Context: an optimization exercise on an open-source flow, tuned for small area, a short achievable clock period and few clock cycles per item. The choices shown serve that exercise and are no tape-out recipe.
Where RTL was checked, it was by simulation tests only, not by an equivalence proof against the original.

## run 3
// mdct_resonator_bank
module mdct_resonator_bank #(
    parameter int DW   = 32,
    parameter int CW   = 16,
    parameter int FRAC = 14,
    parameter int NCH  = 4,
    parameter int SAT  = 1,
    parameter int LW   = 16,
    localparam int CHW = (NCH > 1) ? $clog2(NCH) : 1
) (
    input  logic              clk_in,
    input  logic              rst_sys,
    input  logic              start,
    input  logic              abort,
    input  logic [LW-1:0]     frame_len,
    input  logic [NCH*CW-1:0] coef,
    input  logic [DW-1:0]     init_s1,
    input  logic [DW-1:0]     init_s2,
    input  logic              s_valid,
    output logic              s_ready,
    input  logic [DW-1:0]     s_data,
    output logic              m_valid,
    input  logic              m_ready,
    output logic [DW-1:0]     m_data,
    output logic [CHW-1:0]    m_chan,
    output logic              m_last,
    output logic              busy,
    output logic              done
);
export LEC_CHECK = 0
export CAP_MARGIN = 20
export CORE_MARGIN = 2
export CORE_UTILIZATION = 70
export CTS_BUF_LIST = sky130_fd_sc_hd__clkbuf_8 sky130_fd_sc_hd__clkbuf_16
export CTS_CLUSTER_DIAMETER = 80
export CTS_CLUSTER_SIZE = 20
export SLEW_MARGIN = 20
export TNS_END_PERCENT = 50
create_clock -name core_clock -period 13.0 [get_ports {clk_in}]
standard.sh (not shown) runs the stock make flow with config.mk's settings and CLKGATE_MAP_FILE= SYNTH_SCRIPT=/design/flow/synth_recipe.tcl, a recipe that flattens the netlist after the stock synthesis.
==> flow/flow/run.sh <==
#!/bin/bash
# Own layout flow: the standard flow (standard.sh) with two changes.
# 1. After the standard synthesis (unchanged), fapol.py removes the inverters
#    that adder extraction left between full-adder cells, by choosing which
#    full adders compute on complemented signals (a full adder is self-dual).
#    Registers and ports are untouched; the logic function is the same.
# 2. repair_timing is asked for a larger setup margin, so that the layout is
#    timed tighter than the 13 ns constraint demands, and the ports get plain
#    buffers. The SDC is not changed.
set -euo pipefail
source flow/params.sh
R=$PWD/orfs/results/sky130hd/mdct_resonator_bank/base
bash standard.sh synth > synth.log 2>&1
cp $R/1_2_yosys.v $R/1_2_yosys.std.v
python3 flow/fapol.py $R/1_2_yosys.std.v $R/1_2_yosys.fapol.v > fapol.log 2>&1
cp $R/1_2_yosys.fapol.v $R/1_2_yosys.v
rm -f $R/1_synth.odb $R/1_synth.sdc
bash standard.sh SETUP_SLACK_MARGIN=$MARGIN "BUFFER_PORTS_ARGS=-buffer_cell $PORTBUF" finish > standard.log 2>&1
Other scripts of this flow, unchanged in this note and not shown: flow/flow/fapol.py, flow/flow/params.sh
Run 3: flow completed, timing, DRC and antenna clean
Testbench counts of run 3, summed over its fixed seeds: cycles 9,680, samples 4,452.
[inputs] run 1 vs run 3
- swapping 70 for 65 in CORE_UTILIZATION
- clearing TNS_END_PERCENT, which used to be 50
Run 1: PASS, flow complete, no timing, DRC or antenna violations. Relative to run 3, the antenna diode count of run 1 is higher by 2. Summary of run 1 over run 3: routed wire length neither gained nor lost much.

---

== main ==
mdct_resonator_bank, a different RTL version from the one above (not shown whole).
For scale: about 4000 cells after synthesis, about 220 I/O pins, ~44000 sq um of cells after synthesis.
export LEC_CHECK = 0
export CAP_MARGIN = 20
export CORE_MARGIN = 2
export CORE_UTILIZATION = 70
export CTS_BUF_LIST = sky130_fd_sc_hd__clkbuf_4 sky130_fd_sc_hd__clkbuf_8
export SLEW_MARGIN = 20
create_clock -name core_clock -period 13.0 [get_ports {clk_in}]
==> flow/flow/params.sh <==
MARGIN=8.6
PORTBUF=sky130_fd_sc_hd__buf_1
Scripts as last shown in full above: flow/flow/run.sh
Other scripts of this flow, unchanged in this note and not shown: flow/flow/fapol.py
## Diff of input files: the feature branch against main
==> flow/flow/params.sh <==
MARGIN=9.3
PORTBUF=sky130_fd_sc_hd__buf_1
### Flow results
Final net count, the feature branch vs main: up by a few percent
Looking at initial antenna violation count, the feature branch sits 2 higher than main does.
The feature branch vs main — routed wire length rose 11000 microns.
No functional check of the RTL was part of any run of this note.

---

## run A
RTL: one of the versions met above, not the one the previous note started from.
Size: ~4000 cells after synthesis, roughly 0.044 mm2 of cells after synthesis.
Design mdct_resonator_bank, start of the top module:
module mdct_resonator_bank #(
    parameter int DW   = 32,
    parameter int CW   = 16,
    parameter int FRAC = 14,
    parameter int NCH  = 4,
    parameter int SAT  = 1,
    parameter int LW   = 16,
    localparam int CHW = (NCH > 1) ? $clog2(NCH) : 1
) (
    input  logic              clk_in,
    input  logic              rst_sys,
    input  logic              start,
    input  logic              abort,
    input  logic [LW-1:0]     frame_len,
    input  logic [NCH*CW-1:0] coef,
    input  logic [DW-1:0]     init_s1,
    input  logic [DW-1:0]     init_s2,
    input  logic              s_valid,
    output logic              s_ready,
    input  logic [DW-1:0]     s_data,
    output logic              m_valid,
    input  logic              m_ready,
    output logic [DW-1:0]     m_data,
    output logic [CHW-1:0]    m_chan,
    output logic              m_last,
    output logic              busy,
    output logic              done
);
clock: 13.0 ns
lec_check: 0
cap_margin: 20
core_margin: 2
core_utilization: 70
cts_buf_list: sky130_fd_sc_hd__clkbuf_4 sky130_fd_sc_hd__clkbuf_8
slew_margin: 20
==> flow/flow/params.sh <==
MARGIN=9.0
PORTBUF=sky130_fd_sc_hd__buf_1
Scripts as last shown in full above: flow/flow/run.sh
Other scripts of this flow, unchanged in this note and not shown: flow/flow/fapol.py
Run A has completed all stages; timing, DRC and antenna checks passed.
Testbench counts of run A, summed over its fixed seeds: cycles 9,680, samples 4,452.
Changes in run B relative to run A:
- swapping sky130_fd_sc_hd__clkbuf_4 sky130_fd_sc_hd__clkbuf_8 for sky130_fd_sc_hd__clkbuf_8 sky130_fd_sc_hd__clkbuf_16 in CTS_BUF_LIST
- putting CTS_CLUSTER_SIZE at 20 where nothing was set
- putting CTS_CLUSTER_DIAMETER at 80 where nothing was set
==> flow/flow/params.sh <==
MARGIN=9.1
PORTBUF=sky130_fd_sc_hd__buf_1
--- outcome ---
- Run B -> run A: wire length of the first global-routing pass flat
- Commonest non-fill, non-tap cell in the layout: fa_1 -> run B, a22oi_1 -> run A
- Worst-case hold slack: run A and run B compared, higher one is run A
- NOTE: largest driver fanout on the critical path in run B falls short of that of run A
- Run B: critical path depth 6 above run A
The following lists how run C was set up differently from run B:
==> flow/flow/params.sh <==
MARGIN=9.15
PORTBUF=sky130_fd_sc_hd__buf_1
Findings:
- Run C closes out successfully: all stages finished, all timing, DRC and antenna checks passed.
- Between run C and run B, the overall track demand over capacity in global routing figures differ only marginally.
- Cmp run B and run C / minimum setup slack after placement / higher: run C
- Going from run B to run C, the length of routed wiring on met1 was found to have gone down by 330 um.
- Diff run B -> run C: HPWL after detailed placement has decreased; non-clock buffer count lost 5; depth of the worst register-to-register path shrank by 2.
- Re global route total overflow: no difference whatsoever between run C and run B.
- There was hardly any difference in via count between run C and run B.
- The global-route wire length before repair on run C is in line with that on run B.
Inputs modified between run C and run D:
- CTS_CLUSTER_SIZE no longer set, was 20
- CTS_BUF_LIST now sky130_fd_sc_hd__clkbuf_4 sky130_fd_sc_hd__clkbuf_8, was sky130_fd_sc_hd__clkbuf_8 sky130_fd_sc_hd__clkbuf_16
- CTS_CLUSTER_DIAMETER no longer set, was 80
diff --git a/flow/flow/run.sh b/flow/flow/run.sh
--- a/flow/flow/run.sh
+++ b/flow/flow/run.sh
@@ -18 +18 @@
-bash standard.sh SETUP_SLACK_MARGIN=$MARGIN "BUFFER_PORTS_ARGS=-buffer_cell $PORTBUF" finish > standard.log 2>&1
+bash standard.sh SETUP_SLACK_MARGIN=$MARGIN "BUFFER_PORTS_ARGS=-buffer_cell $PORTBUF" $EXTRA finish > standard.log 2>&1
==> flow/flow/params.sh <==
MARGIN=9.15
PORTBUF=sky130_fd_sc_hd__buf_1
EXTRA="REMOVE_ABC_BUFFERS=1"
Results
The required time of the critical path number comes out lower for run C vs run D.
Compared with run C, run D degrades final instance area.
Global-route usage: run D < run C
Run D reports a higher number of diodes added for antenna fixing than run C does.
From run C to run D the numbers moved as follows: worst setup slack fell 0.099 ns; via count increased by 194 relative to the old numbers.
Number of buffers added for setup after CTS was lower in run C than in run D.
Run C reports its critical path capture point as m_data[25]$_DFF_P_ while run D reports m_data[1]$_DFF_P_.

---

## the baseline
Another version of the RTL of mdct_resonator_bank (not shown whole).
Size in the first run: ~220 I/O pins, roughly 0.045 mm^2 of cells after synthesis.
export LEC_CHECK = 0
export CAP_MARGIN = 20
export CORE_MARGIN = 2
export CORE_UTILIZATION = 40
export SLEW_MARGIN = 20
create_clock -name core_clock -period 13.0 [get_ports {clk_in}]
run.sh (not shown) runs the stock make flow with config.mk's settings and CLKGATE_MAP_FILE= SYNTH_SCRIPT=/design/flow/synth_recipe.tcl, a recipe that flattens the netlist after the stock synthesis.
Stock flow here: none of the scripts above is used.
Testbench counts of the baseline, summed over its fixed seeds: cycles 9,552, samples 4,452.
Relative to the baseline, the following input files were edited for the candidate:
==> flow/flow/run.sh (new file) <==
#!/bin/bash
set -euo pipefail
MARGIN=$(cat flow/margin.txt)
bash standard.sh SETUP_SLACK_MARGIN=$MARGIN finish > standard.log 2>&1
==> flow/flow/margin.txt (new file) <==
9.0
==> flow/standard.sh (new file) <==
#!/bin/bash
# synth_recipe.tcl (not shown) runs the flow's synth.tcl, then flattens the netlist and writes it again
# the make line also repeats each setting of config.mk as NAME=value (left out here)
make -C /OpenROAD-flow-scripts/flow DESIGN_CONFIG=/design/flow/config.mk WORK_HOME=/design/flow/orfs CLKGATE_MAP_FILE= SYNTH_SCRIPT=/design/flow/synth_recipe.tcl "${@:-finish}"
-- flow/config.mk --
<<< the baseline, line 8
>>> the candidate, line 8
export ABC_CLOCK_PERIOD_IN_PS = 4000
removed: flow/run.sh
## What came out
- The candidate reports a higher via count than the baseline does.
- Re worst setup slack after placement: the baseline was higher than the candidate.
- Setup slack in the candidate is larger than in the baseline.
- The candidate vs. the baseline: per-cell routed wire length shows an increase of 2.6%.
- On the candidate: number of inserted filler cells in the final layout is about 2% lower than what the baseline gave.
- Relative to the baseline, post-route minimum period has decreased by 1.17 ns in the candidate.

[re-timing with driven ports]
Ports are ideal in the flow. The routed layouts listed here were re-timed in OpenROAD.
Step 1 sets driving cells, clkbuf_16 on the clock port and buf_2 on the other inputs (assumed; they add their load-dependent delay and slew).
Step 2 adds t to the input delays and takes it off the output delays; t is the mean of the earliest and latest rising clock arrival at the registers after step 1. Input paths then give back, and output paths get back, about the clock's delay inside the block.
Three values: ideal, step 1, step 2; two values: the first two.
run	shift t [ns]	setup WS [ns]	slew at the worst register clock pin (ns)	worst slew at a driven data input, ns
run 3	0.643	9.014 / 9.026 / 8.383	0.09 / 0.09	0.15
run 1	0.651	9.001 / 9.008 / 8.357	0.09 / 0.09	0.17
main	0.767	8.718 / 8.718 / 8.038	0.09 / 0.09	0.08
the feature branch	0.776	9.012 / 9.027 / 8.251	0.09 / 0.09	0.08
run A	0.765	8.908 / 8.954 / 8.189	0.08 / 0.08	0.14
run B	0.645	9.009 / 9.008 / 8.364	0.09 / 0.09	0.15
run C	0.640	9.071 / 9.092 / 8.452	0.09 / 0.09	0.16
run D	0.770	8.972 / 8.985 / 8.216	0.07 / 0.07	0.14
the baseline	0.724	7.687 / 7.687 / 7.687	0.06 / 0.06	0.08
the candidate	0.724	8.854 / 8.854 / 8.289	0.07 / 0.07	0.07
After both steps every run listed still meets setup and hold. For the feature branch, which loses most, drivers alone change the setup slack by +0.015 ns; drivers and shift together by -0.761 ns.
